From an optimization exercise on the open Yosys and OpenROAD flow, aimed at small area and a short achievable clock period; shortcuts taken in it are not production practice.
The RTL was checked by simulation tests, not by an equivalence proof against the original design.
No activity file was given, so power comes from the tool's default toggle rates.

===== flow/run.sh =====
#!/bin/bash
# synth_recipe.tcl (not shown) runs the flow's synth.tcl, then flattens the netlist and writes it again
# the make line also repeats each setting of config.mk as NAME=value (left out here)
make -C /OpenROAD-flow-scripts/flow DESIGN_CONFIG=/design/flow/config.mk WORK_HOME=/design/flow/orfs CLKGATE_MAP_FILE= SYNTH_SCRIPT=/design/flow/synth_recipe.tcl finish

===== flow/constraint.sdc =====
create_clock -name core_clock -period 5.0 [get_ports {csi_clk}]
set_input_delay 1.0000 -clock core_clock [delete_from_list [all_inputs] [get_ports {csi_clk}]]
set_output_delay 1.0000 -clock core_clock [all_outputs]
set_load 0.01 [all_outputs]

===== flow/config.mk =====
export PLATFORM = sky130hd
export DESIGN_NAME = pwm_multi
export DESIGN_NICKNAME = pwm_multi
export VERILOG_FILES = /design/flow/design.v
export SDC_FILE = /design/flow/constraint.sdc
export NUM_CORES = 4
export LEC_CHECK = 0
export CAP_MARGIN = 20
export CORE_MARGIN = 2
export CORE_UTILIZATION = 50
export CTS_CLUSTER_DIAMETER = 100
export CTS_CLUSTER_SIZE = 25
export SETUP_SLACK_MARGIN = 2.3
export SLEW_MARGIN = 20
export TNS_END_PERCENT = 30

===== flow/design.v =====
package pwm_multi_pkg;
  localparam logic [1:0] REG_COUNT = 2'd0;
  localparam logic [1:0] REG_ON    = 2'd1;
  localparam logic [1:0] REG_OFF   = 2'd2;
  localparam logic [1:0] REG_CTRL  = 2'd3;
  localparam int CTRL_LEVEL      = 0;
  localparam int CTRL_RUNNING    = 1;
  localparam int CTRL_ONE_SHOT   = 2;
  localparam int CTRL_POS_IRQ_EN = 3;
  localparam int CTRL_NEG_IRQ_EN = 4;
  localparam int CTRL_POS_FLAG   = 5;
  localparam int CTRL_NEG_FLAG   = 6;
  localparam int CTRL_INVERT     = 7;
endpackage
module pwm_channel (
  input  logic        clk_i,
  input  logic        rst_i,
  input  logic [31:0] wd_i,        
  input  logic        wd_zero_i,   
  input  logic        cnt_wr_i,    
  input  logic        on_ld_i,     
  input  logic        off_ld_i,    
  input  logic        ctrl_wr_i,   
  output logic [31:0] cnt_o,
  output logic [31:0] on_o,
  output logic [31:0] off_o,
  output logic [7:0]  ctrl_o,
  output logic        out_o,
  output logic        irq_o        
);
  logic [31:0] cnt_q, on_q, off_q, offa_q;
  logic level_q, running_q, one_shot_q, pos_en_q, neg_en_q, pos_flag_q, neg_flag_q, invert_q;
  logic        zero;
  logic [31:0] zl;         
  logic        start, stop, act, load_on, load_off, dec, os_end;
  logic        s_on, s_off, s_cnt;
  logic [31:0] pz [6];
  always_comb begin
    pz[0] = ~cnt_q;
    for (int l = 0; l < 5; l++) begin
      for (int i = 0; i < 32; i++) begin
        if ((i >> l) & 1) pz[l+1][i] = pz[l][i] & pz[l][((i >> l) << l) - 1];
        else              pz[l+1][i] = pz[l][i];
      end
    end
  end
  assign zl   = {pz[5][30:0], 1'b1};
  logic z_q, on_z_q, off_z_q, offa_z_q, cnt_one;
  assign zero    = z_q;
  assign cnt_one = cnt_q[0] & ~|cnt_q[31:1];
  assign start    = ctrl_wr_i & wd_i[1] & ~running_q;
  assign stop     = ctrl_wr_i & ~wd_i[1] & running_q;
  assign act      = running_q & ~stop;
  assign load_on  = start | (act & zero & ~level_q);
  assign load_off = act & zero & level_q & ~one_shot_q;
  assign os_end   = act & zero & level_q & one_shot_q;
  assign dec      = act & ~zero;
  assign s_on  = ~cnt_wr_i & load_on;
  assign s_off = ~cnt_wr_i & load_off;
  assign s_cnt = ~cnt_wr_i & ~start;
  logic [31:0] cnt_d;
  assign cnt_d = ({32{cnt_wr_i}} & wd_i) | ({32{s_on}} & on_q) | ({32{s_off}} & offa_q) |
                 ({32{s_cnt}} & (cnt_q ^ ({32{dec}} & zl)));
  logic z_d;
  always_comb begin
    if (cnt_wr_i)   z_d = wd_zero_i;
    else if (s_on)  z_d = on_z_q;
    else if (s_off) z_d = offa_z_q;
    else if (dec)   z_d = cnt_one;
    else            z_d = z_q;
  end
  always_ff @(posedge clk_i) begin
    cnt_q <= cnt_d;
    z_q   <= z_d;
    if (on_ld_i)  on_z_q  <= wd_zero_i;
    if (off_ld_i) off_z_q <= wd_zero_i;
    if (!level_q) offa_z_q <= off_z_q;
    if (on_ld_i)  on_q  <= wd_i;
    if (off_ld_i) off_q <= wd_i;
    if (!level_q) offa_q <= off_q;
  end
  logic level_d, running_d, one_shot_d, pos_en_d, neg_en_d, pos_flag_d, neg_flag_d, invert_d;
  logic out_q;
  always_comb begin
    level_d    = load_on | (level_q & ~(stop | load_off | os_end));
    running_d  = ctrl_wr_i ? wd_i[1] : running_q;
    one_shot_d = ctrl_wr_i ? wd_i[2] : one_shot_q;
    pos_en_d   = ctrl_wr_i ? wd_i[3] : pos_en_q;
    neg_en_d   = ctrl_wr_i ? wd_i[4] : neg_en_q;
    invert_d   = ctrl_wr_i ? wd_i[7] : invert_q;
    pos_flag_d = load_on | (pos_flag_q & ~(ctrl_wr_i & wd_i[5]));
    neg_flag_d = load_off | os_end | (neg_flag_q & ~(ctrl_wr_i & wd_i[6]));
    if (os_end) running_d = 1'b0;
    if (rst_i) begin
      level_d    = 1'b0;
      running_d  = 1'b0;
      one_shot_d = 1'b0;
      pos_en_d   = 1'b0;
      neg_en_d   = 1'b0;
      pos_flag_d = 1'b0;
      neg_flag_d = 1'b0;
      invert_d   = 1'b0;
    end
  end
  always_ff @(posedge clk_i) begin
    level_q    <= level_d;
    running_q  <= running_d;
    one_shot_q <= one_shot_d;
    pos_en_q   <= pos_en_d;
    neg_en_q   <= neg_en_d;
    pos_flag_q <= pos_flag_d;
    neg_flag_q <= neg_flag_d;
    invert_q   <= invert_d;
    out_q      <= level_d ^ invert_d;
  end
  assign cnt_o  = cnt_q;
  assign on_o   = on_q;
  assign off_o  = off_q;
  assign ctrl_o = {invert_q, neg_flag_q, pos_flag_q, neg_en_q, pos_en_q, one_shot_q, running_q, level_q};
  assign out_o  = out_q;
  assign irq_o  = (pos_flag_d & pos_en_d) | (neg_flag_d & neg_en_d);   
endmodule
module pwm_multi
#(
  parameter int NUM_CHANNELS  = 8,
  parameter int COUNTER_WIDTH = 32,
  localparam int ADDR_W       = $clog2(NUM_CHANNELS) + 2
) (
  input  logic                    csi_clk,
  input  logic                    rsi_reset,
  input  logic [ADDR_W-1:0]       avs_s0_address,
  input  logic                    avs_s0_read,
  input  logic                    avs_s0_write,
  input  logic [31:0]             avs_s0_writedata,
  output logic [31:0]             avs_s0_readdata,
  output logic                    ins_irq_n,
  output logic [NUM_CHANNELS-1:0] coe_conduit_output
);
  localparam int NCH = 8;
  logic [31:0] wd;
  logic [NCH-1:0] ch_sel;
  logic [3:0]     reg_sel;
  logic [NCH-1:0] irq_vec;
  logic [31:0]    cnt [NCH];
  logic [31:0]    on  [NCH];
  logic [31:0]    off [NCH];
  logic [7:0]     ctrl[NCH];
  logic [31:0]    readdata_q;
  logic wd_zero;
  assign wd      = avs_s0_writedata & {32{~rsi_reset}};
  assign wd_zero = rsi_reset | ~|avs_s0_writedata;   
  always_comb begin
    for (int i = 0; i < NCH; i++) ch_sel[i] = (avs_s0_address[4:2] == 3'(i));
    for (int r = 0; r < 4; r++)   reg_sel[r] = (avs_s0_address[1:0] == 2'(r));
  end
  generate
    for (genvar g = 0; g < NCH; g++) begin : g_ch
      logic we;
      assign we = avs_s0_write & ch_sel[g];
      pwm_channel u_ch (
        .clk_i     (csi_clk),
        .rst_i     (rsi_reset),
        .wd_i      (wd),
        .wd_zero_i (wd_zero),
        .cnt_wr_i  (rsi_reset | (we & reg_sel[0])),
        .on_ld_i   (rsi_reset | (we & reg_sel[1])),
        .off_ld_i  (rsi_reset | (we & reg_sel[2])),
        .ctrl_wr_i (we & reg_sel[3]),
        .cnt_o     (cnt[g]),
        .on_o      (on[g]),
        .off_o     (off[g]),
        .ctrl_o    (ctrl[g]),
        .out_o     (coe_conduit_output[g]),
        .irq_o     (irq_vec[g])
      );
    end
  endgenerate
  logic        rd_en, hold;
  logic [31:0] rd_d;
  assign rd_en = avs_s0_read & ~rsi_reset;
  assign hold  = ~avs_s0_read & ~rsi_reset;
  always_comb begin
    rd_d = readdata_q & {32{hold}};
    for (int i = 0; i < NCH; i++) begin
      rd_d = rd_d | (cnt[i]          & {32{rd_en & ch_sel[i] & reg_sel[0]}});
      rd_d = rd_d | (on[i]           & {32{rd_en & ch_sel[i] & reg_sel[1]}});
      rd_d = rd_d | (off[i]          & {32{rd_en & ch_sel[i] & reg_sel[2]}});
      rd_d = rd_d | ({24'd0, ctrl[i]} & {32{rd_en & ch_sel[i] & reg_sel[3]}});
    end
  end
  always_ff @(posedge csi_clk) readdata_q <= rd_d;
  assign avs_s0_readdata = readdata_q;
  logic irq_n_q;
  always_ff @(posedge csi_clk) irq_n_q <= ~|irq_vec;
  assign ins_irq_n       = irq_n_q;
endmodule

==> flow_metrics.py, run 1 <==
metrics = {
    "worst_setup_path": {
        "worstPathRequired_ns": 5.56,
        "cp.arrival_ns": 3.41,
        "end_kind": "flop",
        "startpoint_type": "input pin",
        "path_class": "input pin to flop",
        "crit_fanout": 35,
    },
    "global_route": {
        "grt_pass1_wl_um": 309000,
        "gr-total-overflow": 0,
        "grt_use_total_pct": 45.2,
        "antenna_found_initial": 12,
        "grt_pass1_vias": 38087,
        "grt_max_degree": 39,
    },
    "clocking": {
        "clock_latency_ns": 0.73,
        "clock-root-buffer": "clkbuf_16",
        "cts.sinks": 1161,
        "postCtsHoldBufs": 0,
        "htreeDepth": 2,
        "cts_tree": "done",
        "path_clk_slew_ns": 0.10,
        "cts_buffer_depth": 3,
        "numCtsBuffers": 52,
    },
    "yosys": {
        "yosysTopAreaCell": "edfxtp_1",
        "yosysSeqAreaShare_pct": 64.5,
        "synthTopCellsByArea": "edfxtp_1 (50%), dfxtp_1 (15%), a22oi_1 (4.9%)",
        "synthesis.area_um2": 48500,
        "yosys.area.top_type_share_pct": 49.6,
        "synth_seq_cells": 1161,
        "ys_warn_count": 7,
        "synth-main-ff-cell": "edfxtp_1",
        "synth_edf_count": 800,
        "syn-num-nets": 3927,
        "synth_cell_types": 80,
        "netlist_instances": 3878,
        "async_reset_ff_share_pct": 0,
        "syn_area_per_cell_um2": 12.5,
    },
    "sta": {
        "tightest_slew_ns": 1.16,
        "finalHoldViolations": 0,
        "finalMaxSlewViolations": 0,
        "min_period_over_period_pct": 57.1,
        "setup_viol": 0,
        "maxSlewHeadroom_pct": 22.6,
        "fmax_ghz": 0.350,
        "rsz0062_at_grt": "yes",
        "fin_crit_ns": 2.85,
        "final.setup.tns_ns": 0,
        "hold_slack_ns": 0.430,
        "finClkSkew_ns": 0.0280,
    },
    "routing": {
        "drtIter0Drc": 8894,
        "routed_wl_um": 231000,
        "drt-wirelength-per-cell_um": 43.2,
        "drt_first_pass_iters": 7,
        "ant_nets": 0,
        "vias_per_cell": 7.69,
        "via_count": 41183,
        "drcViolationCount": 0,
    },
    "cells_and_area": {
        "final_core_util_pct": 57.6,
        "ff_latch_area_um2": 31300,
        "fin_nets": 4072,
        "final.fill_count": 8066,
        "multi_input_area_um2": 17100,
        "drive_above_1_share_pct": 14.7,
        "syn_to_final_growth_pct": 14.7,
    },
    "power_and_ir_drop": {
        "powerDensity_nw_per_um2": 328,
        "leakagePower_nw": 18.7,
        "power_mw": 18.3,
        "vdd.ir_drop.worst_v": 0.000265,
    },
    "floorplan": {
        "die_h_um": 315,
        "core_area_um2": 96400,
        "start_util_pct": 50.3,
        "die-area_um2": 99400,
        "io_pins": 82,
        "die_w_um": 315,
        "placementRows": 114,
    },
    "worst_hold_path": {
        "holdCritPathClass": "flop to flop",
    },
    "placed_design": {
        "place_congestion": 1.04,
        "io_buffer_count": 81,
        "dp_hpwl_um": 145000,
    },
    "flow_run": {
        "drv_cap": 0,
    },
    "status": {
        "status": "finished clean",
    },
}
area by class of cell:
class	count	share of cell area (%)
diodes	13	0.0585
clock buffers	93	2.75
clock inverters	3	0.0495
inverters	71	0.504
multi-input cells	2360	30.8
flip-flops and latches	1161	56.3
well taps	1276	2.87
repair buffers	376	6.67
repair inverters	1	0.0135
worst paths after layout:
path / start / slack, ns / endpoint / depth (start not counted)
worst max-delay path: avs_s0_address[1] / 2.15 / g_ch[7].u_ch.cnt_q[3] / 9
worst max register to register: g_ch[6].u_ch.cnt_q[14] / 2.20 / g_ch[6].u_ch.z_q / 6
worst min-delay path: g_ch[2].u_ch.off_z_q / 0.43 / g_ch[2].u_ch.offa_z_q / 0
worst min register to register: g_ch[2].u_ch.off_z_q / 0.43 / g_ch[2].u_ch.offa_z_q / 0
synthesized netlist by cell type, types with 50 or more instances:
| cell type | instances |
|---|---|
| a222oi_1 | 179 |
| a22oi_1 | 314 |
| a221oi_1 | 116 |
| clkbuf_1 | 240 |
| xnor2_1 | 147 |
| nor2_1 | 214 |
| nand3_1 | 90 |
| nand4_1 | 63 |
| xor2_1 | 71 |
| o21ai_0 | 216 |
| nor4_1 | 66 |
| a21oi_1 | 64 |
| inv_1 | 70 |
| or3_1 | 60 |
| nor3_1 | 106 |
| nand2_1 | 183 |
| o21ai_1 | 50 |
| edfxtp_1 | 800 |
| a22o_1 | 60 |
| dfxtp_1 | 361 |
flip-flops by register name, summed over array words and instances, names as in the netlist, 32 cells and up:
name              count
g_ch.u_ch.cnt_q     256
g_ch.u_ch.off_q     256
g_ch.u_ch.offa_q    256
g_ch.u_ch.on_q      256
readdata_q           32
power by group:
part	internal (mW)	switching, mW	total, mW
registers	11.0	0.457	11.5
logic	0.428	1.09	1.52
clock network	2.10	3.18	5.28
per-layer routing:
| metal | track usage, % | up-vias | wire, um |
|---|---|---|---|
| met4 | 27.4 | 10 | 17700 |
| met1 | 58.3 | 20401 | 79500 |
| met3 | 15.7 | 975 | 36500 |
| met2 | 65.9 | 4004 | 97100 |
| li1 | - | 15793 | - |
| met5 | 0 | - | 257 |
metrics by stage:
step	std cells	area [um^2]	setup slack (ns)
floorplan	3878	49000	2.11
finish	5354	55600	2.15
CTS	5315	55100	2.19
global placement	5149	52200	0.424
global route	5343	55500	2.11
detailed placement	5150	52200	0.307
repair_timing:
item	in CTS	in global routing
pin swaps	30	21
buffers inserted	65	23
cloned	4	3
endpoints found under the setup margin	742	202
gates resized for setup	185	65
endpoints found under the hold margin	0	0
cells by family (layout without fill, tap and decap cells):
kind of cell	after synthesis	count (layout)	share of synthesized area, %
and+or+nand+nor	962	964	10.3
other	0	13	0
muxes	11	11	0.240
DFF	1161	1161	64.5
xor gates and xnor gates	218	218	3.94
adders and majority gates	8	8	0.207
buffers and inverters	359	544	2.90
AOI/OAI and AO/OA	1159	1159	17.9
worst max-delay path: stages:
cell and delay [ns]:
buf_2 0.20, nand4_1 0.17, buf_12 0.21, o31ai_2 0.23
buf_4 0.20, nor4_4 0.05, buf_12 0.23, a222oi_1 0.98
nand2_1 0.13
placed cells by master, fill, tap and decap left out, types with 68 or more instances in the layout:
master | synthesis | layout
clkdlybuf4s50_1 | 0 | 68
a222oi_1 | 179 | 179
xnor2_1 | 147 | 147
nand2_1 | 183 | 175
o21ai_1 | 50 | 74
dfxtp_1 | 361 | 352
buf_4 | 9 | 226
xor2_1 | 71 | 71
a22oi_1 | 314 | 314
edfxtp_1 | 800 | 800
o21ai_0 | 216 | 185
a221oi_1 | 116 | 112
nand3_1 | 90 | 82
nor3_1 | 106 | 84
nor2_1 | 214 | 203
==> run 2, diff against run 1 <==
--- a/flow/config.mk
+++ b/flow/config.mk
@@ -7,9 +7,8 @@
 export LEC_CHECK = 0
 export CAP_MARGIN = 20
 export CORE_MARGIN = 2
-export CORE_UTILIZATION = 50
+export CORE_UTILIZATION = 45
 export CTS_CLUSTER_DIAMETER = 100
 export CTS_CLUSTER_SIZE = 25
 export SETUP_SLACK_MARGIN = 2.3
 export SLEW_MARGIN = 20
-export TNS_END_PERCENT = 30
==> flow_metrics.py, run 2 <==
metrics = {
    "clocking": {
        "postCtsHoldBufs": 0,
        "htreeDepth": 2,
        "clock_latency_ns": 0.73,
        "numCtsBuffers": 54,
        "clock-root-buffer": "clkbuf_16",
        "path_clk_slew_ns": 0.11,
        "cts_buffer_depth": 3,
        "cts.sinks": 1161,
        "cts_tree": "done",
    },
    "placed_design": {
        "dp_hpwl_um": 151000,
        "io_buffer_count": 81,
        "place_area_um2": 52700,
        "place_congestion": 1.06,
    },
    "routing": {
        "drtIter0Drc": 8800,
        "ant_nets": 0,
        "drcViolationCount": 0,
        "via_count": 41185,
        "routed_wl_um": 234000,
        "drt_first_pass_iters": 10,
        "drt-wirelength-per-cell_um": 42.2,
        "vias_per_cell": 7.43,
    },
    "yosys": {
        "synth_seq_cells": 1161,
        "yosys.area.top_type_share_pct": 49.6,
        "synth_edf_count": 800,
        "yosysSeqAreaShare_pct": 64.5,
        "netlist_instances": 3878,
        "syn_area_per_cell_um2": 12.5,
        "async_reset_ff_share_pct": 0,
        "synth.top_cells.by_count": "edfxtp_1 (800), dfxtp_1 (361), a22oi_1 (314), clkbuf_1 (240), o21ai_0 (216)",
        "yosysMostFrequentCell": "edfxtp_1",
        "synth-main-ff-cell": "edfxtp_1",
        "yosysTopAreaCell": "edfxtp_1",
        "synthesis.area_um2": 48500,
        "synthTopCellsByArea": "edfxtp_1 (50%), dfxtp_1 (15%), a22oi_1 (4.9%)",
        "ys_warn_count": 7,
        "syn-num-nets": 3927,
        "synth_cell_types": 80,
    },
    "worst_setup_path": {
        "cp_cell_sequence": "buf_8 -> nand2b_4 -> buf_12 -> inv_16 -> o31ai_4 -> or2_4 -> nor3_4 -> buf_4 -> a222oi_1 -> o21ai_1",
        "end_kind": "flop",
        "cp_top_family": "compound AO/OA/AOI/OAI gates",
        "rr_startpoint": "g_ch[6].u_ch.cnt_q[14]",
        "path_class": "input pin to flop",
        "cp.arrival_ns": 3.49,
        "worstPathRequired_ns": 5.58,
        "timing.critical_path.buf_inv": 4,
        "crit_fanout": 23,
        "startpoint_type": "input pin",
        "crit_slowest_cell": "a222oi_1",
        "cpPeakStageDelay_ns": 0.91,
        "crit_start": "rsi_reset",
    },
    "sta": {
        "finalHoldViolations": 0,
        "finClkSkew_ns": 0.0195,
        "fmax_ghz": 0.344,
        "maxSlewHeadroom_pct": 25.3,
        "tightest_slew_ns": 1.12,
        "finalMaxSlewViolations": 0,
        "setup_viol": 0,
        "fin_crit_ns": 2.91,
        "final.setup.tns_ns": 0,
        "min_period_over_period_pct": 58.2,
        "rsz0062_at_grt": "yes",
    },
    "global_route": {
        "gr-total-overflow": 0,
        "grt_pass1_vias": 38493,
        "grt_max_degree": 43,
        "grt_pass1_wl_um": 315000,
        "antenna_found_initial": 19,
        "grt_use_total_pct": 41.1,
    },
    "power_and_ir_drop": {
        "seqPwrFrac_pct": 62.2,
        "switching_share_pct": 26.0,
        "p_int_mw": 13.6,
        "switchingPower_mw": 4.80,
        "vdd.ir_drop.worst_v": 0.000268,
        "powerDensity_nw_per_um2": 325,
        "p_comb_share_pct": 8.4,
        "leakagePower_nw": 19.2,
        "pwr-share-clk_pct": 29.4,
    },
    "floorplan": {
        "io_pins": 82,
        "die_h_um": 332,
        "core_area_um2": 107000,
        "placementRows": 120,
        "die_w_um": 332,
        "die-area_um2": 110000,
        "start_util_pct": 45.3,
    },
    "cells_and_area": {
        "final.fill_count": 9169,
        "ff_latch_area_um2": 31300,
        "multi_input_area_um2": 17300,
        "drive_above_1_share_pct": 16.9,
        "mostFrequentLayoutCells": "edfxtp_1 (800), dfxtp_1 (332), a22oi_1 (314)",
        "stdcell_area_um2": 56700,
        "fin_nets": 4132,
        "layout_commonest_cell": "edfxtp_1",
        "syn_to_final_growth_pct": 17.0,
    },
    "worst_hold_path": {
        "holdCritPathClass": "flop to flop",
        "min-delay-start": "g_ch[0].u_ch.off_z_q",
    },
    "flow_run": {
        "drv_cap": 0,
    },
    "status": {
        "status": "finished clean",
    },
}
run 2: layer usage:
metal,vias up,track usage (%),wire length [um]
met4,12,28.2,19600
li1,15906,-,-
met1,20458,52.3,81300
met3,988,14.0,35800
met5,-,0,107
met2,3821,59.2,97000
run 2: final timing paths:
check / slack, ns / endpoint / cells after the start
max: 2.09 / g_ch[1].u_ch.cnt_q[5] / 10
min: 0.43 / g_ch[0].u_ch.offa_z_q / 0
max reg2reg: 2.20 / g_ch[6].u_ch.z_q / 6
min reg2reg: 0.43 / g_ch[0].u_ch.offa_z_q / 0
run 2: cell type report:
type | instances | area share [%]
Antenna cell | 12 | 0.0530
Clock buffer | 92 | 2.69
Clock inverter | 7 | 0.190
Inverter | 71 | 0.514
Multi-Input combinational cell | 2362 | 30.6
Sequential cell | 1161 | 55.2
Tap cell | 1403 | 3.10
Timing Repair Buffer | 432 | 7.65
Timing Repair inverter | 1 | 0.0155
run 2: power groups by stage:
stage,Clock [mW],Combinational [mW],Sequential (mW)
floorplan,0,0.613,11.4
global placement,0,1.29,11.6
detailed placement,0,1.30,11.6
CTS,5.39,1.42,11.4
global route,5.69,1.54,11.5
finish,5.42,1.54,11.5
run 2: worst register-to-register path, stage by stage (launching register included):
cell and delay [ns]:
dfxtp_4 0.36, or3_4 0.43, nand4b_4 0.29, or4_4 0.50
or3_4 0.37, or3_4 0.39, a222oi_1 0.29
run 2: cells by family after synthesis:
family,after synthesis,share of synthesized area (%)
xor gates and xnor gates,218,3.94
and+or+nand+nor,962,10.3
DFF,1161,64.5
adders and majority gates,8,0.207
muxes,11,0.240
AOI/OAI and AO/OA,1159,17.9
buffers and inverters,359,2.90
run 2: per-stage QoR:
stage	std cells	power, mW	hold WS [ns]	setup slack [ns]	utilization [%]
finish	5541	18.4	0.428	2.09	53.0
global route	5529	18.7	0.438	2.16	53.0
global placement	5290	12.9	0.402	0.617	49.3
floorplan	3878	12.0	0.400	2.12	-
detailed placement	5291	12.9	0.405	0.544	49.3
CTS	5500	18.2	0.425	2.18	52.6
run 2: what timing repair did:
action,in CTS,in global routing
cloned,9,2
resized for setup,235,57
setup endpoints to repair,552,156
pin swaps,47,39
setup buffers,101,27
==> run 3, diff against run 2 <==
--- a/flow/config.mk
+++ b/flow/config.mk
@@ -7,8 +7,8 @@
 export LEC_CHECK = 0
 export CAP_MARGIN = 20
 export CORE_MARGIN = 2
-export CORE_UTILIZATION = 45
+export CORE_UTILIZATION = 50
 export CTS_CLUSTER_DIAMETER = 100
 export CTS_CLUSTER_SIZE = 25
-export SETUP_SLACK_MARGIN = 2.3
+export SETUP_SLACK_MARGIN = 2.4
 export SLEW_MARGIN = 20
==> flow_metrics.py, run 3 <==
metrics = {
    "status": {
        "status": "finished clean",
    },
    "placed_design": {
        "io_buffer_count": 81,
        "place_area_um2": 53100,
        "place_congestion": 1.03,
        "dp_hpwl_um": 155000,
        "place_ws_ns": 0.514,
        "placedCellCount": 5163,
    },
    "clocking": {
        "cts.sinks": 1161,
        "htreeDepth": 2,
        "clock_latency_ns": 0.76,
        "cts_buffer_depth": 3,
        "numCtsBuffers": 53,
        "cts_tree": "done",
        "clock-root-buffer": "clkbuf_16",
        "path_clk_slew_ns": 0.12,
        "postCtsHoldBufs": 0,
    },
    "routing": {
        "drcViolationCount": 0,
        "drt_first_pass_iters": 10,
        "routed_wl_um": 250000,
        "vias_per_cell": 7.88,
        "wl_met3_um": 43200,
        "top_layer_used": "met5",
        "wl_met1_um": 83200,
        "via_count": 42637,
        "drtIter0Drc": 9599,
        "ant_nets": 0,
        "drt-wirelength-per-cell_um": 46.2,
        "met2WireLength_um": 101000,
    },
    "yosys": {
        "async_reset_ff_share_pct": 0,
        "synthesis.area_um2": 48500,
        "synthTopCellsByArea": "edfxtp_1 (50%), dfxtp_1 (15%), a22oi_1 (4.9%)",
        "synth_seq_cells": 1161,
        "ys_warn_count": 7,
        "synth_edf_count": 800,
        "synth_cell_types": 80,
        "yosysMostFrequentCell": "edfxtp_1",
        "syn_area_per_cell_um2": 12.5,
        "yosysTopAreaCell": "edfxtp_1",
        "synth-main-ff-cell": "edfxtp_1",
        "synth.top_cells.by_count": "edfxtp_1 (800), dfxtp_1 (361), a22oi_1 (314), clkbuf_1 (240), o21ai_0 (216)",
        "yosys.area.top_type_share_pct": 49.6,
        "yosysSeqAreaShare_pct": 64.5,
        "syn-num-nets": 3927,
        "netlist_instances": 3878,
    },
    "worst_setup_path": {
        "crit_fanout": 5,
        "startpoint_type": "flop",
        "cpMostUsedCell": "or3_4",
        "path_class": "flop to flop",
        "worstPathRequired_ns": 5.54,
        "timing.critical_path.buf_inv": 0,
        "cp_cell_sequence": "or3_4 -> nand4b_4 -> or4_4 -> or3_4 -> or3_1 -> a222oi_1",
        "cp.arrival_ns": 3.37,
        "end_kind": "flop",
        "crit_slowest_cell": "or4_4",
        "cp_top_family": "simple AND/OR/NAND/NOR gates",
        "cpPeakStageDelay_ns": 0.52,
    },
    "sta": {
        "fin_ws_ns": 2.17,
        "setup_viol": 0,
        "min_period_over_period_pct": 56.6,
        "finalHoldViolations": 0,
        "fin_crit_ns": 2.83,
        "rsz0062_at_grt": "yes",
        "maxSlewHeadroom_pct": 28.3,
        "finalMaxSlewViolations": 0,
        "final.setup.tns_ns": 0,
        "hold_slack_ns": 0.427,
        "fmax_ghz": 0.353,
        "tightest_slew_ns": 1.07,
        "finClkSkew_ns": 0.0349,
    },
    "global_route": {
        "grt_use_total_pct": 49.0,
        "gr-total-overflow": 0,
        "antenna_found_initial": 23,
        "grt_pass1_wl_um": 331000,
        "grt_max_degree": 40,
        "grt_pass1_vias": 39738,
    },
    "power_and_ir_drop": {
        "power_mw": 18.5,
        "vdd.ir_drop.worst_v": 0.000318,
        "leakagePower_nw": 19.4,
        "powerDensity_nw_per_um2": 324,
    },
    "floorplan": {
        "die_h_um": 315,
        "io_pins": 82,
        "die_w_um": 315,
        "core_area_um2": 96400,
        "die-area_um2": 99400,
        "start_util_pct": 50.3,
        "placementRows": 114,
    },
    "cells_and_area": {
        "fin_nets": 4124,
        "final_core_util_pct": 59.3,
        "fin_cells": 5409,
        "final.fill_count": 7761,
        "layout_commonest_cell": "edfxtp_1",
        "stdcell_area_um2": 57100,
        "syn_to_final_growth_pct": 17.9,
        "mostFrequentLayoutCells": "edfxtp_1 (800), dfxtp_1 (341), a22oi_1 (305)",
        "drive_above_1_share_pct": 19.0,
    },
    "flow_run": {
        "drv_cap": 0,
    },
    "worst_hold_path": {
        "holdCritPathClass": "flop to flop",
    },
}
==> run 3: cell counts after synthesis <==
Identical to the previous run, type by type.
==> run 3: cell type report <==
type | instances | area (um^2) | area share (%)
Clock buffer | 93 | 1520 | 2.66
Timing Repair inverter | 2 | 13.8 | 0.0241
Inverter | 71 | 295 | 0.517
Timing Repair Buffer | 420 | 4230 | 7.40
Clock inverter | 7 | 87.6 | 0.153
Antenna cell | 13 | 32.5 | 0.0569
Tap cell | 1276 | 1600 | 2.79
Multi-Input combinational cell | 2366 | 18100 | 31.6
Sequential cell | 1161 | 31300 | 54.8
==> run 3: path summary, 6_finish.rpt <==
path                            slack [ns]               endpoint                   start  depth (start not counted)
worst min register to register        0.43  g_ch[4].u_ch.offa_z_q    g_ch[4].u_ch.off_z_q                          0
worst max-delay path                  2.17       g_ch[6].u_ch.z_q  g_ch[6].u_ch.cnt_q[14]                          6
worst max register to register        2.17       g_ch[6].u_ch.z_q  g_ch[6].u_ch.cnt_q[14]                          6
worst min-delay path                  0.43  g_ch[4].u_ch.offa_z_q    g_ch[4].u_ch.off_z_q                          0
==> run 3: worst register-to-register path: cells and delay by family, from the launching register on <==
| family | cells | cell delay [ns] |
|---|---|---|
| DFF | 1 | 0.37 |
| AOI/OAI and AO/OA | 1 | 0.28 |
| and+or+nand+nor | 5 | 1.98 |
==> run 3: cells by family after synthesis <==
logic type	after synthesis	synth area share, %
compound gates	1159	17.9
xor+xnor	218	3.94
fa+ha+maj	8	0.207
buf+inv	359	2.90
flops	1161	64.5
mux	11	0.240
simple gates	962	10.3
==> run 3: routing by layer <==
layer | vias up | global-route usage, %
met4 | 14 | 34.9
met1 | 20956 | 61.7
met3 | 1250 | 19.9
met5 | - | 0.900
li1 | 15901 | -
met2 | 4516 | 68.2
==> run 3: report_power, final <==
part	leakage [nW]	internal (mW)	total (mW)	switching (mW)
sequential	10.9	11.0	11.5	0.496
clock	0.761	2.11	5.36	3.25
combinational	7.76	0.459	1.63	1.17
total	19.4	13.6	18.5	4.92
==> run 3: what timing repair did <==
item / CTS / global route
pin swaps: 44 / 41
hold endpoints to repair: 0 / 0
endpoints found under the setup margin: 879 / 193
gates cloned: 9 / 5
gates resized for setup: 250 / 108
buffers inserted: 86 / 33
==> run 4, diff against run 3 <==
--- a/flow/config.mk
+++ b/flow/config.mk
@@ -10,5 +10,5 @@
 export CORE_UTILIZATION = 50
 export CTS_CLUSTER_DIAMETER = 100
 export CTS_CLUSTER_SIZE = 25
-export SETUP_SLACK_MARGIN = 2.4
+export SETUP_SLACK_MARGIN = 2.2
 export SLEW_MARGIN = 20
==> flow_metrics.py, run 4 <==
metrics = {
    "routing": {
        "met2WireLength_um": 95100,
        "vias_per_cell": 7.62,
        "routed_wl_um": 232000,
        "drt-wirelength-per-cell_um": 43.1,
        "wl_met1_um": 80900,
        "via_count": 40927,
        "drt_first_pass_iters": 11,
        "wl_met3_um": 36400,
        "drcViolationCount": 0,
        "drtIter0Drc": 8820,
        "top_layer_used": "met5",
        "ant_nets": 0,
    },
    "worst_setup_path": {
        "crit_fanout": 6,
        "startpoint_type": "input pin",
        "worstPathRequired_ns": 5.55,
        "end_kind": "flop",
        "rr_startpoint": "g_ch[6].u_ch.cnt_q[14]",
        "path_class": "input pin to flop",
        "cp.arrival_ns": 3.47,
        "crit_start": "avs_s0_writedata[3]",
    },
    "power_and_ir_drop": {
        "seqPwrFrac_pct": 62.3,
        "switching_share_pct": 26.2,
        "p_int_mw": 13.6,
        "switchingPower_mw": 4.82,
        "vdd.ir_drop.worst_v": 0.000305,
        "powerDensity_nw_per_um2": 331,
        "pwr-share-clk_pct": 29.6,
        "p_comb_share_pct": 8.1,
        "leakagePower_nw": 18.7,
    },
    "sta": {
        "rsz0062_at_grt": "yes",
        "finClkSkew_ns": 0.0336,
        "fmax_ghz": 0.342,
        "fin_crit_ns": 2.93,
        "finalHoldViolations": 0,
        "setup_viol": 0,
        "tightest_slew_ns": 1.08,
        "final.setup.tns_ns": 0,
        "finalMaxSlewViolations": 0,
        "maxSlewHeadroom_pct": 28.3,
        "min_period_over_period_pct": 58.5,
    },
    "global_route": {
        "antenna_found_initial": 16,
        "grt_pass1_vias": 37796,
        "grt_max_degree": 39,
        "gr-total-overflow": 0,
        "grt_use_total_pct": 45.5,
        "grt_pass1_wl_um": 310000,
    },
    "floorplan": {
        "start_util_pct": 50.3,
        "io_pins": 82,
        "die-area_um2": 99400,
        "die_w_um": 315,
        "core_area_um2": 96400,
        "placementRows": 114,
        "die_h_um": 315,
    },
    "clocking": {
        "path_clk_slew_ns": 0.11,
        "clock_latency_ns": 0.73,
        "cts_tree": "done",
        "numCtsBuffers": 54,
        "cts_buffer_depth": 3,
        "clock-root-buffer": "clkbuf_16",
        "cts.sinks": 1161,
        "htreeDepth": 2,
    },
    "worst_hold_path": {
        "holdCritPathClass": "flop to flop",
        "min-delay-start": "g_ch[0].u_ch.off_z_q",
    },
    "cells_and_area": {
        "mostFrequentLayoutCells": "edfxtp_1 (800), dfxtp_1 (352), a22oi_1 (314)",
        "final.fill_count": 8026,
        "fin_nets": 4085,
        "syn_to_final_growth_pct": 14.5,
        "stdcell_area_um2": 55500,
        "drive_above_1_share_pct": 15.0,
        "layout_commonest_cell": "edfxtp_1",
    },
    "status": {
        "status": "finished clean",
    },
    "yosys": {
        "yosysSeqAreaShare_pct": 64.5,
        "synth_cell_types": 80,
        "yosysMostFrequentCell": "edfxtp_1",
        "syn_area_per_cell_um2": 12.5,
        "synthTopCellsByArea": "edfxtp_1 (50%), dfxtp_1 (15%), a22oi_1 (4.9%)",
        "synth-main-ff-cell": "edfxtp_1",
        "async_reset_ff_share_pct": 0,
        "netlist_instances": 3878,
        "yosysTopAreaCell": "edfxtp_1",
        "ys_warn_count": 7,
        "syn-num-nets": 3927,
        "yosys.area.top_type_share_pct": 49.6,
        "synth_edf_count": 800,
        "synth_seq_cells": 1161,
        "synth.top_cells.by_count": "edfxtp_1 (800), dfxtp_1 (361), a22oi_1 (314), clkbuf_1 (240), o21ai_0 (216)",
        "synthesis.area_um2": 48500,
    },
    "flow_run": {
        "drv_cap": 0,
    },
    "placed_design": {
        "io_buffer_count": 81,
        "dp_hpwl_um": 150000,
        "place_area_um2": 52400,
        "place_congestion": 1.08,
    },
}
[run 4: cell counts after synthesis]
Identical to the previous run, type by type.
[run 4: kinds of logic (layout without fill, tap and decap cells)]
kind of cell / count (synthesis) / count (layout) / synth area share, %
flip-flops: 1161 / 1161 / 64.5
AO/OA/AOI/OAI: 1159 / 1159 / 17.9
AND/OR/NAND/NOR: 962 / 964 / 10.3
buffers and inverters: 359 / 560 / 2.90
XOR/XNOR: 218 / 218 / 3.94
multiplexers: 11 / 11 / 0.240
adder cells (fa/ha/maj): 8 / 8 / 0.207
other: 0 / 11 / 0
[run 4: timing repair]
| action | 4_1_cts | 5_1_grt |
|---|---|---|
| hold buffers | 0 | 0 |
| setup buffers | 55 | 20 |
| gates cloned | 2 | 3 |
| hold endpoints to repair | 0 | 0 |
| gates resized for setup | 137 | 70 |
| pin swaps | 27 | 12 |
| setup endpoints to repair | 631 | 169 |
[run 4: final cells by class]
class,count,area [um^2],share of cell area (%)
antenna,11,27.5,0.0496
clock buffer,94,1540,2.78
clock inverter,7,103,0.185
inverter,71,295,0.532
multi-input combinational,2360,17000,30.7
sequential,1161,31300,56.4
tap,1276,1600,2.88
timing repair buffer,386,3600,6.48
timing repair inverter,2,13.8,0.0248
[run 4: metal layers]
| layer | global-route usage [%] | up-vias |
|---|---|---|
| li1 | - | 15827 |
| met1 | 59.3 | 20181 |
| met2 | 64.3 | 3914 |
| met3 | 15.6 | 991 |
| met4 | 30.3 | 14 |
| met5 | 0 | - |
[run 4: worst max-delay path: stages]
cell	delay [ns]
clkdlybuf4s50_1	0.41
buf_6	0.15
nor4_4	0.30
buf_6	0.21
nand4_1	0.33
o21ai_2	0.32
clkinvlp_4	0.29
buf_4	0.23
o22ai_1	0.22
[run 4: worst paths after layout]
check	end	slack (ns)	depth (start not counted)
worst min register to register	g_ch[0].u_ch.offa_z_q	0.43	0
worst max register to register	g_ch[6].u_ch.z_q	2.12	6
worst min-delay path	g_ch[0].u_ch.offa_z_q	0.43	0
worst max-delay path	g_ch[0].u_ch.z_q	2.07	9
[run 4: stage by stage]
| stage | hold slack (ns) | worst slack, ns | instances | power, mW | util, % |
|---|---|---|---|---|---|
| 2_1_floorplan | 0.400 | 2.07 | 3878 | 12.0 | - |
| 5_1_grt | 0.434 | 2.01 | 5358 | 18.7 | 57.5 |
| 3_3_place_gp | 0.401 | 0.587 | 5174 | 12.9 | 54.4 |
| 6_report | 0.431 | 2.07 | 5368 | 18.4 | 57.5 |
| 3_5_place_dp | 0.405 | 0.564 | 5175 | 12.9 | 54.4 |
| 4_1_cts | 0.429 | 2.08 | 5333 | 18.2 | 57.1 |
[run 4: power by group through the flow]
stage / logic [mW] / registers, mW / clock network [mW]
after global placement: 1.28 / 11.6 / 0
after detailed placement: 1.29 / 11.6 / 0
after global routing: 1.48 / 11.5 / 5.71
after floorplan: 0.602 / 11.4 / 0
after CTS: 1.37 / 11.4 / 5.41
final: 1.48 / 11.5 / 5.44
==> run 5, diff against run 4 <==
--- a/flow/design.v
+++ b/flow/design.v
@@ -148,7 +148,7 @@
   logic [31:0]    readdata_q;
   logic wd_zero;
   assign wd      = avs_s0_writedata & {32{~rsi_reset}};
-  assign wd_zero = rsi_reset | ~|avs_s0_writedata;   
+  assign wd_zero = ~|wd;
   always_comb begin
     for (int i = 0; i < NCH; i++) ch_sel[i] = (avs_s0_address[4:2] == 3'(i));
     for (int r = 0; r < 4; r++)   reg_sel[r] = (avs_s0_address[1:0] == 2'(r));
--- a/flow/config.mk
+++ b/flow/config.mk
@@ -10,5 +10,6 @@
 export CORE_UTILIZATION = 50
 export CTS_CLUSTER_DIAMETER = 100
 export CTS_CLUSTER_SIZE = 25
-export SETUP_SLACK_MARGIN = 2.2
+export GPL_ROUTABILITY_DRIVEN = 0
+export SETUP_SLACK_MARGIN = 2.3
 export SLEW_MARGIN = 20
==> flow_metrics.py, run 5 <==
metrics = {
    "power_and_ir_drop": {
        "powerDensity_nw_per_um2": 321,
        "vdd.ir_drop.worst_v": 0.000314,
        "leakagePower_nw": 19.6,
    },
    "cells_and_area": {
        "drive_above_1_share_pct": 18.2,
        "final_core_util_pct": 59.5,
        "syn_to_final_growth_pct": 18.0,
        "mostFrequentLayoutCells": "edfxtp_1 (800), a22oi_1 (364), dfxtp_1 (343)",
        "fin_nets": 4213,
        "multi_input_area_um2": 17900,
        "ff_latch_area_um2": 31300,
        "layout_commonest_cell": "edfxtp_1",
        "stdcell_area_um2": 57500,
        "final.fill_count": 7803,
    },
    "floorplan": {
        "core_area_um2": 96600,
        "start_util_pct": 50.4,
        "die_h_um": 316,
        "io_pins": 82,
        "die-area_um2": 99900,
        "die_w_um": 316,
        "placementRows": 114,
    },
    "worst_hold_path": {
        "holdCritPathClass": "flop to flop",
        "min-delay-start": "g_ch[5].u_ch.off_z_q",
    },
    "placed_design": {
        "place_area_um2": 53200,
        "dp_hpwl_um": 155000,
        "io_buffer_count": 81,
        "place_ws_ns": 0.672,
    },
    "worst_setup_path": {
        "end_kind": "flop",
        "timing.critical_path.buf_inv": 5,
        "startpoint_type": "input pin",
        "crit_start": "rsi_reset",
        "cpPeakStageDelay_ns": 0.56,
        "cpMostUsedCell": "buf_4",
        "path_class": "input pin to flop",
        "cp.arrival_ns": 3.34,
        "worstPathRequired_ns": 5.55,
        "cp_top_family": "simple AND/OR/NAND/NOR gates",
        "rr_startpoint": "g_ch[2].u_ch.cnt_q[4]",
        "crit_slowest_cell": "nor4_4",
        "crit_fanout": 9,
        "cp_cell_sequence": "buf_16 -> buf_4 -> nand2b_4 -> nand4_1 -> nor4_4 -> buf_4 -> nand2_1 -> buf_6 -> buf_4 -> o22ai_1",
    },
    "clocking": {
        "cts.sinks": 1161,
        "clock-root-buffer": "clkbuf_16",
        "path_clk_slew_ns": 0.11,
        "clock_latency_ns": 0.71,
        "numCtsBuffers": 53,
        "htreeDepth": 2,
        "cts_tree": "done",
        "cts_buffer_depth": 3,
        "postCtsHoldBufs": 0,
    },
    "global_route": {
        "grt_use_total_pct": 47.6,
        "grt_pass1_vias": 38959,
        "gr-total-overflow": 0,
        "grt_pass1_wl_um": 323000,
        "antenna_found_initial": 18,
        "grt_max_degree": 36,
    },
    "routing": {
        "drt-wirelength-per-cell_um": 44.1,
        "via_count": 42843,
        "drtIter0Drc": 9382,
        "drcViolationCount": 0,
        "routed_wl_um": 243000,
        "ant_nets": 0,
        "drt_first_pass_iters": 13,
        "vias_per_cell": 7.78,
    },
    "sta": {
        "fin_ws_ns": 2.21,
        "setup_viol": 0,
        "tightest_slew_ns": 1.13,
        "rsz0062_at_grt": "yes",
        "fin_crit_ns": 2.79,
        "finalMaxSlewViolations": 0,
        "finalHoldViolations": 0,
        "min_period_over_period_pct": 55.8,
        "finClkSkew_ns": 0.0335,
        "fmax_ghz": 0.359,
        "maxSlewHeadroom_pct": 24.3,
        "final.setup.tns_ns": 0,
    },
    "status": {
        "status": "finished clean",
    },
    "yosys": {
        "synth-main-ff-cell": "edfxtp_1",
        "syn_area_per_cell_um2": 12.4,
        "synth_edf_count": 800,
        "async_reset_ff_share_pct": 0,
        "yosysTopAreaCell": "edfxtp_1",
        "ys_warn_count": 7,
        "yosys.area.top_type_share_pct": 49.3,
        "synthTopCellsByArea": "edfxtp_1 (49%), dfxtp_1 (15%), a22oi_1 (5.6%)",
        "synthesis.area_um2": 48700,
        "syn-num-nets": 3980,
        "synth.top_cells.by_count": "edfxtp_1 (800), a22oi_1 (365), dfxtp_1 (361), nor2_1 (276), clkbuf_1 (232)",
        "synth_seq_cells": 1161,
        "yosysMostFrequentCell": "edfxtp_1",
        "yosysSeqAreaShare_pct": 64.2,
        "synth_cell_types": 77,
        "netlist_instances": 3931,
    },
    "flow_run": {
        "drv_cap": 0,
    },
}
[run 5: cell types whose count changed after synthesis, sizes merged, moves of 21 or more]
cell	delta
o221ai	+58
and3	-21
nor2	+62
nand2b	+32
a221oi	+42
nand2	-48
o21ai	-24
a22oi	+51
a222oi	-100
nor3	+30
[run 5: cells by family after synthesis]
| logic type | count (synthesis) | share of synthesized area, % |
|---|---|---|
| buf+inv | 360 | 2.93 |
| compound gates | 1163 | 17.7 |
| fa+ha+maj | 8 | 0.206 |
| mux | 13 | 0.288 |
| simple gates | 1013 | 10.8 |
| xor+xnor | 213 | 3.83 |
| flops | 1161 | 64.2 |
[run 5: layer usage]
metal	wire length, um	vias up	track usage (%)
li1	-	16093	-
met1	80500	20873	60.1
met2	97500	4634	65.7
met3	43900	1229	21.2
met4	20500	14	31.5
met5	181	-	0.284
[run 5: through the flow]
step / hold WS, ns / std cells / power, mW
after detailed placement: 0.405 / 5245 / 13.0
after floorplan: 0.400 / 3931 / 12.0
after CTS: 0.422 / 5435 / 18.2
final: 0.426 / 5504 / 18.4
after global placement: 0.401 / 5243 / 13.0
after global routing: 0.435 / 5484 / 18.7
[run 5: worst paths after layout]
| kind | endpoint | slack, ns | cells after the start |
|---|---|---|---|
| min reg2reg | g_ch[5].u_ch.offa_z_q | 0.43 | 0 |
| max reg2reg | g_ch[2].u_ch.cnt_q[27] | 2.26 | 7 |
| max | g_ch[0].u_ch.z_q | 2.21 | 10 |
| min | g_ch[5].u_ch.offa_z_q | 0.43 | 0 |
[run 5: layout make-up]
| type | instances | area share (%) |
|---|---|---|
| sequential | 1161 | 54.4 |
| multi-input combinational | 2411 | 31.1 |
| timing repair buffer | 466 | 8.31 |
| tap | 1276 | 2.78 |
| clock buffer | 94 | 2.65 |
| inverter | 69 | 0.514 |
| clock inverter | 5 | 0.102 |
| antenna | 20 | 0.0871 |
| timing repair inverter | 2 | 0.0392 |
[run 5: power by group]
| part | switching [mW] | internal, mW | leakage, nW | total, mW |
|---|---|---|---|---|
| clock | 3.22 | 2.11 | 0.753 | 5.33 |
| sequential | 0.484 | 11.0 | 10.9 | 11.5 |
| combinational | 1.15 | 0.488 | 7.95 | 1.64 |
[run 5: worst reg2reg max path, delay by kind of cell, from the launching register on]
family	cells	cell delay, ns
xor gates and xnor gates	1	0.15
and+or+nand+nor	4	1.74
buffers and inverters	1	0.23
DFF	1	0.41
AOI/OAI and AO/OA	1	0.08
[run 5: what timing repair did]
item                       in CTS  in global routing
cloned                         11                  2
setup endpoints to repair     722                222
pin swaps                      39                 22
setup buffers                  80                 47
resized for setup             222                 90
==> run 6, diff against run 5 <==
==> flow/flow/run.sh (new file) <==
#!/bin/bash
# Own flow: the standard layout (standard.sh, standard synthesis) with one change: the
# port buffers that ORFS's global placement inserts on every input and output are plain
# sky130_fd_sc_hd__buf_4 cells instead of the delay cell buffer_ports picks by default.
set -euo pipefail
W=$(pwd)
bash "$W/standard.sh" "BUFFER_PORTS_ARGS=-buffer_cell sky130_fd_sc_hd__buf_4" finish > "$W/flow_make.log" 2>&1
test -f "$W/out/final.def"
==> flow/standard.sh (new file) <==
#!/bin/bash
# synth_recipe.tcl (not shown) runs the flow's synth.tcl, then flattens the netlist and writes it again
# the make line also repeats each setting of config.mk as NAME=value (left out here)
make -C /OpenROAD-flow-scripts/flow DESIGN_CONFIG=/design/flow/config.mk WORK_HOME=/design/flow/orfs CLKGATE_MAP_FILE= SYNTH_SCRIPT=/design/flow/synth_recipe.tcl "${@:-finish}"
--- a/flow/config.mk
+++ b/flow/config.mk
@@ -10,6 +10,5 @@
 export CORE_UTILIZATION = 50
 export CTS_CLUSTER_DIAMETER = 100
 export CTS_CLUSTER_SIZE = 25
-export GPL_ROUTABILITY_DRIVEN = 0
 export SETUP_SLACK_MARGIN = 2.3
 export SLEW_MARGIN = 20
removed: flow/run.sh
==> flow_metrics.py, run 6 <==
metrics = {
    "status": {
        "status": "finished clean",
    },
    "global_route": {
        "grt_pass1_wl_um": 320000,
        "grt_use_total_pct": 47.1,
        "antenna_found_initial": 16,
        "gr-total-overflow": 0,
        "grt_max_degree": 44,
        "grt_pass1_vias": 38337,
    },
    "yosys": {
        "synth.top_cells.by_count": "edfxtp_1 (800), a22oi_1 (365), dfxtp_1 (361), nor2_1 (276), clkbuf_1 (232)",
        "yosysSeqAreaShare_pct": 64.2,
        "ys_warn_count": 7,
        "yosysTopAreaCell": "edfxtp_1",
        "synth_edf_count": 800,
        "synth_seq_cells": 1161,
        "netlist_instances": 3931,
        "async_reset_ff_share_pct": 0,
        "yosysMostFrequentCell": "edfxtp_1",
        "synthesis.area_um2": 48700,
        "synthTopCellsByArea": "edfxtp_1 (49%), dfxtp_1 (15%), a22oi_1 (5.6%)",
        "yosys.area.top_type_share_pct": 49.3,
        "syn-num-nets": 3980,
        "syn_area_per_cell_um2": 12.4,
        "synth-main-ff-cell": "edfxtp_1",
        "synth_cell_types": 77,
    },
    "floorplan": {
        "io_pins": 82,
        "start_util_pct": 50.4,
        "core_area_um2": 96600,
        "die_w_um": 316,
        "die_h_um": 316,
        "placementRows": 114,
        "die-area_um2": 99900,
    },
    "sta": {
        "maxSlewHeadroom_pct": 14.5,
        "tightest_slew_ns": 1.28,
        "finalHoldViolations": 0,
        "min_period_over_period_pct": 56.9,
        "setup_viol": 0,
        "finClkSkew_ns": 0.0321,
        "finalMaxSlewViolations": 0,
        "final.setup.tns_ns": 0,
        "rsz0062_at_grt": "yes",
        "fin_crit_ns": 2.85,
        "fmax_ghz": 0.351,
    },
    "worst_setup_path": {
        "cp_cell_sequence": "or3_1 -> nor3_2 -> nand3_2 -> or4_1 -> and3_1 -> o22ai_1",
        "rr_startpoint": "g_ch[1].u_ch.cnt_q[8]",
        "timing.critical_path.buf_inv": 0,
        "crit_start": "g_ch[1].u_ch.cnt_q[8]",
        "end_kind": "flop",
        "crit_path_end": "g_ch[1].u_ch.z_q",
        "cp.arrival_ns": 3.44,
        "regToRegSetupSlack_ns": 2.15,
        "cpPeakStageDelay_ns": 0.59,
        "cp_top_family": "simple AND/OR/NAND/NOR gates",
        "timing.rr.end": "g_ch[1].u_ch.z_q",
        "rr_worst_depth": 6,
        "crit_slowest_cell": "or4_1",
        "startpoint_type": "flop",
        "worstPathRequired_ns": 5.59,
        "path_class": "flop to flop",
        "crit_fanout": 5,
        "worst-path-stages": 6,
    },
    "clocking": {
        "postCtsHoldBufs": 0,
        "htreeDepth": 2,
        "numCtsBuffers": 52,
        "cts.sinks": 1161,
        "cts_tree": "done",
        "cts_buffer_depth": 3,
        "path_clk_slew_ns": 0.12,
        "clock-root-buffer": "clkbuf_16",
        "clock_latency_ns": 0.74,
    },
    "routing": {
        "drtIter0Drc": 8939,
        "routed_wl_um": 240000,
        "drt_first_pass_iters": 7,
        "via_count": 42088,
        "ant_nets": 0,
        "vias_per_cell": 7.82,
        "drcViolationCount": 0,
        "drt-wirelength-per-cell_um": 44.6,
    },
    "power_and_ir_drop": {
        "power_mw": 18.3,
        "vdd.ir_drop.worst_v": 0.000324,
        "leakagePower_nw": 18.7,
        "powerDensity_nw_per_um2": 331,
    },
    "flow_run": {
        "drv_cap": 0,
    },
    "placed_design": {
        "dp_hpwl_um": 155000,
        "place_congestion": 1.07,
        "io_buffer_count": 81,
    },
    "cells_and_area": {
        "mostFrequentLayoutCells": "edfxtp_1 (800), a22oi_1 (364), dfxtp_1 (354)",
        "layout_commonest_cell": "edfxtp_1",
        "final_core_util_pct": 57.4,
        "drive_above_1_share_pct": 16.2,
        "fin_nets": 4095,
        "syn_to_final_growth_pct": 13.8,
    },
    "worst_hold_path": {
        "holdCritPathClass": "flop to flop",
    },
}
-- run 6: changes by cell type in the layout (fill, tap and decap cells not counted), sizes merged --
cell / delta
buf: -31
bufbuf: -9
bufinv: +2
clkbuf: -7
clkdlybuf4s50: -63
clkinv: -3
clkinvlp: -1
diode: -4
dlygate4sd2: -4
dlymetal6s2s: -5
inv: -1
nor2: +1
-- run 6: cell type report --
class,instances,area [um^2]
timing repair buffer,350,3150
antenna,16,40.0
multi-input combinational,2412,17500
fill,7952,41100
sequential,1161,31300
clock inverter,4,76.3
inverter,69,282
tap,1276,1600
clock buffer,91,1480
-- run 6: how the worst min path moves through the flow --
| stage | startpoint | endpoint | slack [ns] | cells past startpoint |
|---|---|---|---|---|
| 2_1_floorplan | g_ch[0].u_ch.off_z_q | g_ch[0].u_ch.offa_z_q | 0.40 | 0 |
| 3_3_place_gp | g_ch[1].u_ch.off_z_q | g_ch[1].u_ch.offa_z_q | 0.40 | 0 |
| 3_5_place_dp | g_ch[4].u_ch.off_z_q | g_ch[4].u_ch.offa_z_q | 0.41 | 0 |
| 4_1_cts | g_ch[5].u_ch.off_z_q | g_ch[5].u_ch.offa_z_q | 0.43 | 0 |
| 5_1_grt | g_ch[5].u_ch.off_z_q | g_ch[5].u_ch.offa_z_q | 0.44 | 0 |
| 6_report | g_ch[5].u_ch.off_z_q | g_ch[5].u_ch.offa_z_q | 0.43 | 0 |
-- run 6: what timing repair did --
item,in CTS,in global routing
setup endpoints to repair,437,199
pin swaps,24,19
gates resized for setup,95,67
setup buffers,42,20
cloned,1,1
-- run 6: logic make-up after synthesis --
logic type / synth area share (%)
adder cells (fa/ha/maj): 0.206
XOR/XNOR: 3.83
multiplexers: 0.288
buffers and inverters: 2.93
AO/OA/AOI/OAI: 17.7
flip-flops: 64.2
AND/OR/NAND/NOR: 10.8
-- run 6: through the flow --
| step | hold WS, ns | cells | area [um^2] | setup WS [ns] |
|---|---|---|---|---|
| 6_report | 0.428 | 5379 | 55400 | 2.15 |
| 5_1_grt | 0.444 | 5365 | 55400 | 2.18 |
| 4_1_cts | 0.430 | 5342 | 54900 | 2.09 |
| 3_5_place_dp | 0.406 | 5204 | 52500 | 0.813 |
| 3_3_place_gp | 0.402 | 5204 | 52500 | 0.834 |
| 2_1_floorplan | 0.400 | 3931 | 49600 | 2.14 |
-- run 6: per-layer routing --
| metal | track usage, % | up-vias | wire length, um |
|---|---|---|---|
| met5 | 0.900 | - | 260 |
| met4 | 29.2 | 21 | 19300 |
| met3 | 20.4 | 1146 | 42300 |
| met2 | 65.5 | 4475 | 96300 |
| met1 | 60.3 | 20603 | 81700 |
| li1 | - | 15843 | - |
-- run 6: power breakdown --
| group | leakage [nW] | internal [mW] | switching, mW |
|---|---|---|---|
| registers | 10.9 | 11.0 | 0.477 |
| clock network | 0.745 | 2.12 | 3.20 |
| logic | 7.04 | 0.413 | 1.14 |
==> run 7, diff against run 6 <==
--- a/flow/design.v
+++ b/flow/design.v
@@ -148,7 +148,7 @@
   logic [31:0]    readdata_q;
   logic wd_zero;
   assign wd      = avs_s0_writedata & {32{~rsi_reset}};
-  assign wd_zero = ~|wd;
+  assign wd_zero = rsi_reset | ~|avs_s0_writedata;   
   always_comb begin
     for (int i = 0; i < NCH; i++) ch_sel[i] = (avs_s0_address[4:2] == 3'(i));
     for (int r = 0; r < 4; r++)   reg_sel[r] = (avs_s0_address[1:0] == 2'(r));
--- a/flow/config.mk
+++ b/flow/config.mk
@@ -10,5 +10,5 @@
 export CORE_UTILIZATION = 50
 export CTS_CLUSTER_DIAMETER = 100
 export CTS_CLUSTER_SIZE = 25
-export SETUP_SLACK_MARGIN = 2.3
+export SETUP_SLACK_MARGIN = 2.6
 export SLEW_MARGIN = 20
==> flow_metrics.py, run 7 <==
metrics = {
    "status": {
        "status": "finished clean",
    },
    "sta": {
        "final.setup.tns_ns": 0,
        "finalHoldViolations": 0,
        "tightest_slew_ns": 1.28,
        "finClkSkew_ns": 0.0380,
        "rsz0062_at_grt": "yes",
        "fin_crit_ns": 2.74,
        "maxSlewHeadroom_pct": 14.1,
        "min_period_over_period_pct": 54.8,
        "setup_viol": 0,
        "fmax_ghz": 0.365,
        "finalMaxSlewViolations": 0,
        "hold_slack_ns": 0.431,
    },
    "worst_hold_path": {
        "holdCritPathClass": "flop to flop",
        "min-delay-start": "g_ch[7].u_ch.off_z_q",
        "whs_endpoint": "g_ch[7].u_ch.offa_z_q",
        "worstHoldPathCells": 0,
    },
    "cells_and_area": {
        "fin_cells": 5610,
        "final_core_util_pct": 63.4,
        "mostFrequentLayoutCells": "edfxtp_1 (800), buf_4 (398), dfxtp_1 (333)",
        "layout_commonest_cell": "edfxtp_1",
        "drive_above_1_share_pct": 27.7,
        "fin_nets": 4327,
        "syn_to_final_growth_pct": 26.1,
        "stdcell_area_um2": 61100,
    },
    "clocking": {
        "cts.sinks": 1161,
        "cts_buffer_depth": 3,
        "numCtsBuffers": 53,
        "htreeDepth": 2,
        "clock-root-buffer": "clkbuf_16",
        "path_clk_slew_ns": 0.11,
        "postCtsHoldBufs": 0,
        "cts_tree": "done",
        "clock_latency_ns": 0.75,
    },
    "routing": {
        "routed_wl_um": 264000,
        "drt-wirelength-per-cell_um": 47.1,
        "ant_nets": 0,
        "drcViolationCount": 0,
        "drt_first_pass_iters": 10,
        "via_count": 44378,
        "drtIter0Drc": 9971,
        "vias_per_cell": 7.91,
    },
    "yosys": {
        "synth_cell_types": 80,
        "synth-main-ff-cell": "edfxtp_1",
        "yosys.area.top_type_share_pct": 49.6,
        "synth.top_cells.by_count": "edfxtp_1 (800), dfxtp_1 (361), a22oi_1 (314), clkbuf_1 (240), o21ai_0 (216)",
        "async_reset_ff_share_pct": 0,
        "yosysMostFrequentCell": "edfxtp_1",
        "synthesis.area_um2": 48500,
        "synth_edf_count": 800,
        "ys_warn_count": 7,
        "synthTopCellsByArea": "edfxtp_1 (50%), dfxtp_1 (15%), a22oi_1 (4.9%)",
        "syn_area_per_cell_um2": 12.5,
        "synth_seq_cells": 1161,
        "netlist_instances": 3878,
        "yosysTopAreaCell": "edfxtp_1",
        "yosysSeqAreaShare_pct": 64.5,
        "syn-num-nets": 3927,
    },
    "worst_setup_path": {
        "cpMostUsedCell": "buf_12",
        "startpoint_type": "input pin",
        "timing.rr.end": "g_ch[6].u_ch.z_q",
        "cpPeakStageDelay_ns": 0.37,
        "worstPathRequired_ns": 5.58,
        "rr_startpoint": "g_ch[6].u_ch.cnt_q[14]",
        "end_kind": "flop",
        "regToRegSetupSlack_ns": 2.29,
        "rr_worst_depth": 6,
        "cp.arrival_ns": 3.32,
        "path_class": "input pin to flop",
        "crit_slowest_cell": "buf_6",
        "cp_cell_sequence": "buf_12 -> buf_8 -> nand4b_1 -> buf_6 -> buf_12 -> o31ai_4 -> or2_4 -> nor3_4 -> buf_12 -> buf_6 -> nand2_1 -> a31oi_1",
        "crit_fanout": 17,
    },
    "global_route": {
        "grt_pass1_wl_um": 333000,
        "antenna_found_initial": 12,
        "grt_use_total_pct": 49.1,
        "grt_max_degree": 46,
        "grt_pass1_vias": 39915,
        "gr-total-overflow": 0,
    },
    "floorplan": {
        "placementRows": 114,
        "die-area_um2": 99400,
        "die_h_um": 315,
        "die_w_um": 315,
        "io_pins": 82,
        "start_util_pct": 50.3,
        "core_area_um2": 96400,
    },
    "flow_run": {
        "drv_cap": 0,
    },
    "power_and_ir_drop": {
        "powerDensity_nw_per_um2": 308,
        "leakagePower_nw": 21.0,
        "vdd.ir_drop.worst_v": 0.000305,
    },
    "placed_design": {
        "io_buffer_count": 81,
        "place_area_um2": 52500,
        "dp_hpwl_um": 150000,
        "placedCellCount": 5113,
        "place_congestion": 1.01,
    },
}
-- run 7: cell count changes after synthesis, moves of 21 or more --
cell,previous run,this run
nor2_1,276,214
and3_1,15,36
a222oi_1,79,179
a22oi_1,365,314
o221ai_1,72,14
nand2_1,135,183
nand2b_1,45,13
a221oi_1,158,116
o21ai_1,18,50
nor3_1,137,106
-- run 7: kinds of logic (layout without fill, tap and decap cells) --
| group | after synthesis | count (layout) | synth area share [%] |
|---|---|---|---|
| other | 0 | 13 | 0 |
| AOI/OAI and AO/OA | 1159 | 1159 | 17.9 |
| muxes | 11 | 11 | 0.240 |
| adders and majority gates | 8 | 8 | 0.207 |
| and+or+nand+nor | 962 | 974 | 10.3 |
| DFF | 1161 | 1161 | 64.5 |
| xor gates and xnor gates | 218 | 218 | 3.94 |
| buffers and inverters | 359 | 790 | 2.90 |
-- run 7: power by group --
part / internal [mW] / total (mW) / switching, mW
Combinational: 0.616 / 1.93 / 1.31
Sequential: 11.0 / 11.5 / 0.513
Clock: 2.10 / 5.38 / 3.29
Total: 13.7 / 18.8 / 5.11
-- run 7: per-layer routing --
metal	vias to the layer above	GRT usage [%]	wire length (um)
li1	16324	-	-
met1	21751	61.8	85800
met2	4894	69.4	105000
met3	1387	20.2	47300
met4	22	32.5	25700
met5	-	0	588
-- run 7: area by class of cell --
type / instances / area (um^2)
Antenna cell: 13 / 32.5
Clock buffer: 93 / 1510
Clock inverter: 5 / 78.8
Fill cell: 7367 / 35300
Inverter: 71 / 314
Multi-Input combinational cell: 2370 / 19300
Sequential cell: 1161 / 31300
Tap cell: 1276 / 1600
Timing Repair Buffer: 613 / 6880
Timing Repair inverter: 8 / 47.5
-- run 7: worst max-delay path, delay by kind of cell --
family          cells  cell delay, ns
buf+inv             6            1.04
simple gates        4            0.92
compound gates      2            0.31
-- run 7: what timing repair did --
| item | in CTS | in global routing |
|---|---|---|
| setup endpoints to repair | 785 | 308 |
| pin swaps | 76 | 163 |
| setup buffers | 137 | 203 |
| gates resized for setup | 300 | 351 |
| gates cloned | 17 | 29 |
| hold endpoints to repair | 0 | 0 |
-- run 7: how the worst max path moves through the flow --
stage               cells after the start                     to              startpoint
floorplan                               9       g_ch[2].u_ch.z_q       avs_s0_address[1]
global placement                        6  g_ch[4].u_ch.cnt_q[1]       avs_s0_address[3]
detailed placement                      6  g_ch[4].u_ch.cnt_q[1]       avs_s0_address[3]
CTS                                     6       g_ch[6].u_ch.z_q  g_ch[6].u_ch.cnt_q[14]
global route                            6       g_ch[6].u_ch.z_q  g_ch[6].u_ch.cnt_q[24]
finish                                 12       g_ch[1].u_ch.z_q       avs_s0_address[1]
-- run 7: through the flow --
stage,worst slack [ns],power (mW)
after floorplan,2.11,12.1
after CTS,2.27,18.3
after global routing,2.21,19.0
after detailed placement,0.911,13.0
final,2.26,18.8
after global placement,1.00,12.9

## separate check: timing with driven ports
Ports are ideal in the flow. The routed layouts listed here were re-timed in OpenROAD. Step 1 (the two cells are an assumption about what drives the block):
set clk [get_ports {csi_clk}]
set_driving_cell -lib_cell sky130_fd_sc_hd__clkbuf_16 $clk
set_driving_cell -lib_cell sky130_fd_sc_hd__buf_2 [delete_from_list [all_inputs] $clk]
Step 2 adds t to the input delays and takes it off the output delays; t is the mean of the earliest and latest rising clock arrival at the registers after step 1. Input paths then give back, and output paths get back, about the clock's delay inside the block. Three values: ideal, step 1, step 2; two values: the first two.
run | t, ns | slack for setup (ns) | cell pins on the clock port's net
run 1 | 0.787 | 2.146 / 2.187 / 1.400 | 1
run 2 | 0.795 | 2.092 / 2.117 / 1.322 | 1
run 3 | 0.809 | 2.168 / 2.168 / 1.454 | 1
run 4 | 0.796 | 2.075 / 2.123 / 1.336 | 1
run 5 | 0.768 | 2.212 / 2.072 / 1.304 | 1
run 6 | 0.800 | 2.153 / 2.153 / 1.439 | 1
run 7 | 0.810 | 2.260 / 2.280 / 1.470 | 1
After both steps setup and hold are still met in every run listed. The setup slack of run 5, which loses most, moves by -0.140 ns with the drivers and by -0.908 ns with both steps.
